Context: an optimization exercise on an open-source flow, tuned for small area. The choices shown serve that exercise and are no tape-out recipe. Function was checked by simulation only, so behaviour that the tests miss may differ from the original. Power figures rest on the tool's default switching activity, not on a simulated workload.

== alpha ==
// register_file_sb
module register_file_sb #(
    parameter int DATA_WIDTH = 32,
    parameter int ADDR_WIDTH = 5,
    parameter int ZERO_REG   = 1,
    parameter int BYPASS     = 1
) (
    input  logic                  CLK,
    input  logic                  RST,
    input  logic [ADDR_WIDTH-1:0] A1,
    input  logic [ADDR_WIDTH-1:0] A2,
    output logic [DATA_WIDTH-1:0] RD1,
    output logic [DATA_WIDTH-1:0] RD2,
    input  logic                  WE3,
    input  logic [ADDR_WIDTH-1:0] A3,
    input  logic [DATA_WIDTH-1:0] WD3,
    input  logic                  RSV_EN,
    input  logic [ADDR_WIDTH-1:0] RSV_ADDR,
    output logic                  BUSY1,
    output logic                  BUSY2,
    input  logic                  CLR_REQ,
    output logic                  CLR_BUSY
);
clock: 7.0 ns
lec_check: 0
cap_margin: 20
core_margin: 2
core_utilization: 40
place_density: 0.6
slew_margin: 20
synth_hierarchical: 1
synth_minimum_keep_size: 0
standard.sh (not shown) runs the stock make flow with config.mk's settings and CLKGATE_MAP_FILE= SYNTH_SCRIPT=/design/flow/synth_recipe.tcl, a recipe that flattens the netlist after the stock synthesis.
==> flow/flow/run.sh <==
#!/bin/bash
# The standard layout (standard.sh, standard synthesis included), with two knobs set:
#  * port buffers use the smallest buffer cell instead of the flow's default pick;
#  * clock tree synthesis uses clkbuf_16 with larger sink clusters and no dummy loads.
# The full make output goes to flow_make.log here; ORFS keeps each step's log under orfs/logs.
set -euo pipefail
export BUFFER_PORTS_ARGS="-buffer_cell sky130_fd_sc_hd__buf_1"
export CTS_ARGS="-sink_clustering_enable -repair_clock_nets -dont_use_dummy_load -buf_list sky130_fd_sc_hd__clkbuf_16 -sink_clustering_size 27 -sink_clustering_max_diameter 95"
bash standard.sh "BUFFER_PORTS_ARGS=$BUFFER_PORTS_ARGS" "CTS_ARGS=$CTS_ARGS" finish > flow_make.log 2>&1
alpha completed; timing, DRC and antenna clean
Inputs modified between alpha and beta:
--- a/flow/flow/run.sh
+++ b/flow/flow/run.sh
@@ -8 +8 @@
-export CTS_ARGS="-sink_clustering_enable -repair_clock_nets -dont_use_dummy_load -buf_list sky130_fd_sc_hd__clkbuf_16 -sink_clustering_size 27 -sink_clustering_max_diameter 95"
+export CTS_ARGS="-sink_clustering_enable -repair_clock_nets -dont_use_dummy_load -buf_list sky130_fd_sc_hd__clkbuf_16 -sink_clustering_size 25 -sink_clustering_max_diameter 90"
## What came out
- The cell count was comparable across beta and alpha.
- Comparing alpha with beta, the fraction of area in registers came out essentially unchanged.
- [compare] base=alpha new=beta: average via count per standard cell ~0 delta, count of pins over their slew limit ~0 delta, highest cell delay on the worst timing path -0.19 ns, worst setup slack +0.0063 ns.
- alpha -> beta: via count flat
- The synthesis-to-layout area growth was comparable across beta and alpha.
- Per the comparison of beta with alpha, wire length of the first global-routing pass comparable; aggregate routed wire length comparable; wire length on met2 comparable.
## Diff of input files: gamma against beta
# beta
export LEC_CHECK = 0
export CAP_MARGIN = 20
export CORE_MARGIN = 2
export CORE_UTILIZATION = 40
export PLACE_DENSITY = 0.6
export SLEW_MARGIN = 20
export SYNTH_HIERARCHICAL = 1
export SYNTH_MINIMUM_KEEP_SIZE = 0
create_clock -name core_clock -period 7.0 [get_ports {CLK}]
# gamma
export LEC_CHECK = 0
export CAP_MARGIN = 20
export CORE_MARGIN = 2
export CORE_UTILIZATION = 40
export CTS_BUF_LIST = sky130_fd_sc_hd__clkbuf_16
export CTS_CLUSTER_DIAMETER = 90
export CTS_CLUSTER_SIZE = 25
export PLACE_DENSITY = 0.6
export SLEW_MARGIN = 20
export SYNTH_HIERARCHICAL = 1
export SYNTH_MINIMUM_KEEP_SIZE = 0
create_clock -name core_clock -period 7.0 [get_ports {CLK}]
==> flow/run.sh (new file) <==
#!/bin/bash
# synth_recipe.tcl (not shown) runs the flow's synth.tcl, then flattens the netlist and writes it again
# the make line also repeats each setting of config.mk as NAME=value (left out here)
make -C /OpenROAD-flow-scripts/flow DESIGN_CONFIG=/design/flow/config.mk WORK_HOME=/design/flow/orfs CLKGATE_MAP_FILE= SYNTH_SCRIPT=/design/flow/synth_recipe.tcl finish
removed: flow/flow/run.sh
removed: flow/standard.sh
==> run notes <==
Comparing gamma and beta, post-layout instance count excluding filler cells is lower on beta.
On total number of vias, gamma and beta are basically level.
Lower sum of net half-perimeters after detailed placement goes to gamma over beta.
Changes observed in gamma relative to beta: final critical-path required period now larger; met3 track demand over resource now larger; worst setup slack now smaller.
Row antenna diode count: gamma lower / beta higher
## Diff of input files: delta against gamma
# gamma
export LEC_CHECK = 0
export CAP_MARGIN = 20
export CORE_MARGIN = 2
export CORE_UTILIZATION = 40
export CTS_BUF_LIST = sky130_fd_sc_hd__clkbuf_16
export CTS_CLUSTER_DIAMETER = 90
export CTS_CLUSTER_SIZE = 25
export PLACE_DENSITY = 0.6
export SLEW_MARGIN = 20
export SYNTH_HIERARCHICAL = 1
export SYNTH_MINIMUM_KEEP_SIZE = 0
create_clock -name core_clock -period 7.0 [get_ports {CLK}]
# delta
export LEC_CHECK = 0
export CAP_MARGIN = 20
export CORE_MARGIN = 2
export CORE_UTILIZATION = 40
export PLACE_DENSITY = 0.6
export SLEW_MARGIN = 20
export SYNTH_HIERARCHICAL = 1
export SYNTH_MINIMUM_KEEP_SIZE = 0
create_clock -name core_clock -period 7.0 [get_ports {CLK}]
==> flow/flow/run.sh (new file) <==
#!/bin/bash
# The standard layout (standard.sh, standard synthesis included), with three knobs set:
#  * port buffers use the smallest buffer cell instead of the flow's default pick;
#  * clock tree synthesis uses clkbuf_16 with larger sink clusters and no dummy loads;
#  * after global routing, gates on paths with positive slack are downsized (RECOVER_POWER).
# The full make output goes to flow_make.log here; ORFS keeps each step's log under orfs/logs.
set -euo pipefail
export BUFFER_PORTS_ARGS="-buffer_cell sky130_fd_sc_hd__buf_1"
export CTS_ARGS="-sink_clustering_enable -repair_clock_nets -dont_use_dummy_load -buf_list sky130_fd_sc_hd__clkbuf_16 -sink_clustering_size 27 -sink_clustering_max_diameter 95"
export RECOVER_POWER=100
bash standard.sh "BUFFER_PORTS_ARGS=$BUFFER_PORTS_ARGS" "CTS_ARGS=$CTS_ARGS" "RECOVER_POWER=$RECOVER_POWER" finish > flow_make.log 2>&1
==> flow/standard.sh (new file) <==
#!/bin/bash
# synth_recipe.tcl (not shown) runs the flow's synth.tcl, then flattens the netlist and writes it again
# the make line also repeats each setting of config.mk as NAME=value (left out here)
make -C /OpenROAD-flow-scripts/flow DESIGN_CONFIG=/design/flow/config.mk WORK_HOME=/design/flow/orfs CLKGATE_MAP_FILE= SYNTH_SCRIPT=/design/flow/synth_recipe.tcl "${@:-finish}"
removed: flow/run.sh
==> run notes <==
Status delta: flow complete, layout not clean - max-capacitance violations, max-slew violations
Comparing delta and gamma, portion of the layout cell area used by non-clock buffers is higher on gamma.
Per the comparison of delta with gamma, fraction of final layout cells sized beyond drive strength 1 fell by 2.1 points, count of max-cap constraint violations rose by 30.
delta against gamma: total length of routed wires increased 1.3%; post-place instance area fell about 2.8%; largest fanout of any net on the critical path increased by 31% relative to the old numbers; worst hold slack shows a reduction of 0.0047 ns.
On delta: wire length of the first global-routing pass is 0.71% higher than what gamma gave.
Of delta and gamma, delta shows the higher half-perimeter wire length of the detailed placement result, with gamma below it.
Per the comparison of delta with gamma, met1 global-route usage climbed 0.43 points; power saw a decrease.

-- static timing again, ports no longer ideal --
In the flow no input, the clock included, has a driving cell. The finished layouts below were timed again as built, in two steps.
Step 1 (the two cells are an assumption about what drives the block):
set clk [get_ports {CLK}]
set_driving_cell -lib_cell sky130_fd_sc_hd__clkbuf_16 $clk
set_driving_cell -lib_cell sky130_fd_sc_hd__buf_2 [delete_from_list [all_inputs] $clk]
Step 2 times the ports against the registers' clock, not the clock port: input delays grow and output delays shrink by t, the midpoint of the rising clock arrivals with the driver on.
Three values: no drivers, after step 1, after step 2; two values: the first two.
run | t (ns) | slack for setup (ns) | hold WS [ns]
alpha | 0.724 | 0.909 / 0.874 / 0.874 | 0.496 / 0.496 / 0.496
beta | 0.695 | 0.915 / 0.893 / 0.893 | 0.496 / 0.496 / 0.496
gamma | 0.726 | 0.342 / 0.315 / 0.315 | 0.501 / 0.501 / 0.501
delta | 0.726 | 0.488 / 0.541 / -0.185 | 0.496 / 0.496 / 0.496
For delta, which loses most, drivers alone change the setup slack by +0.053 ns; drivers and shift together by -0.673 ns.
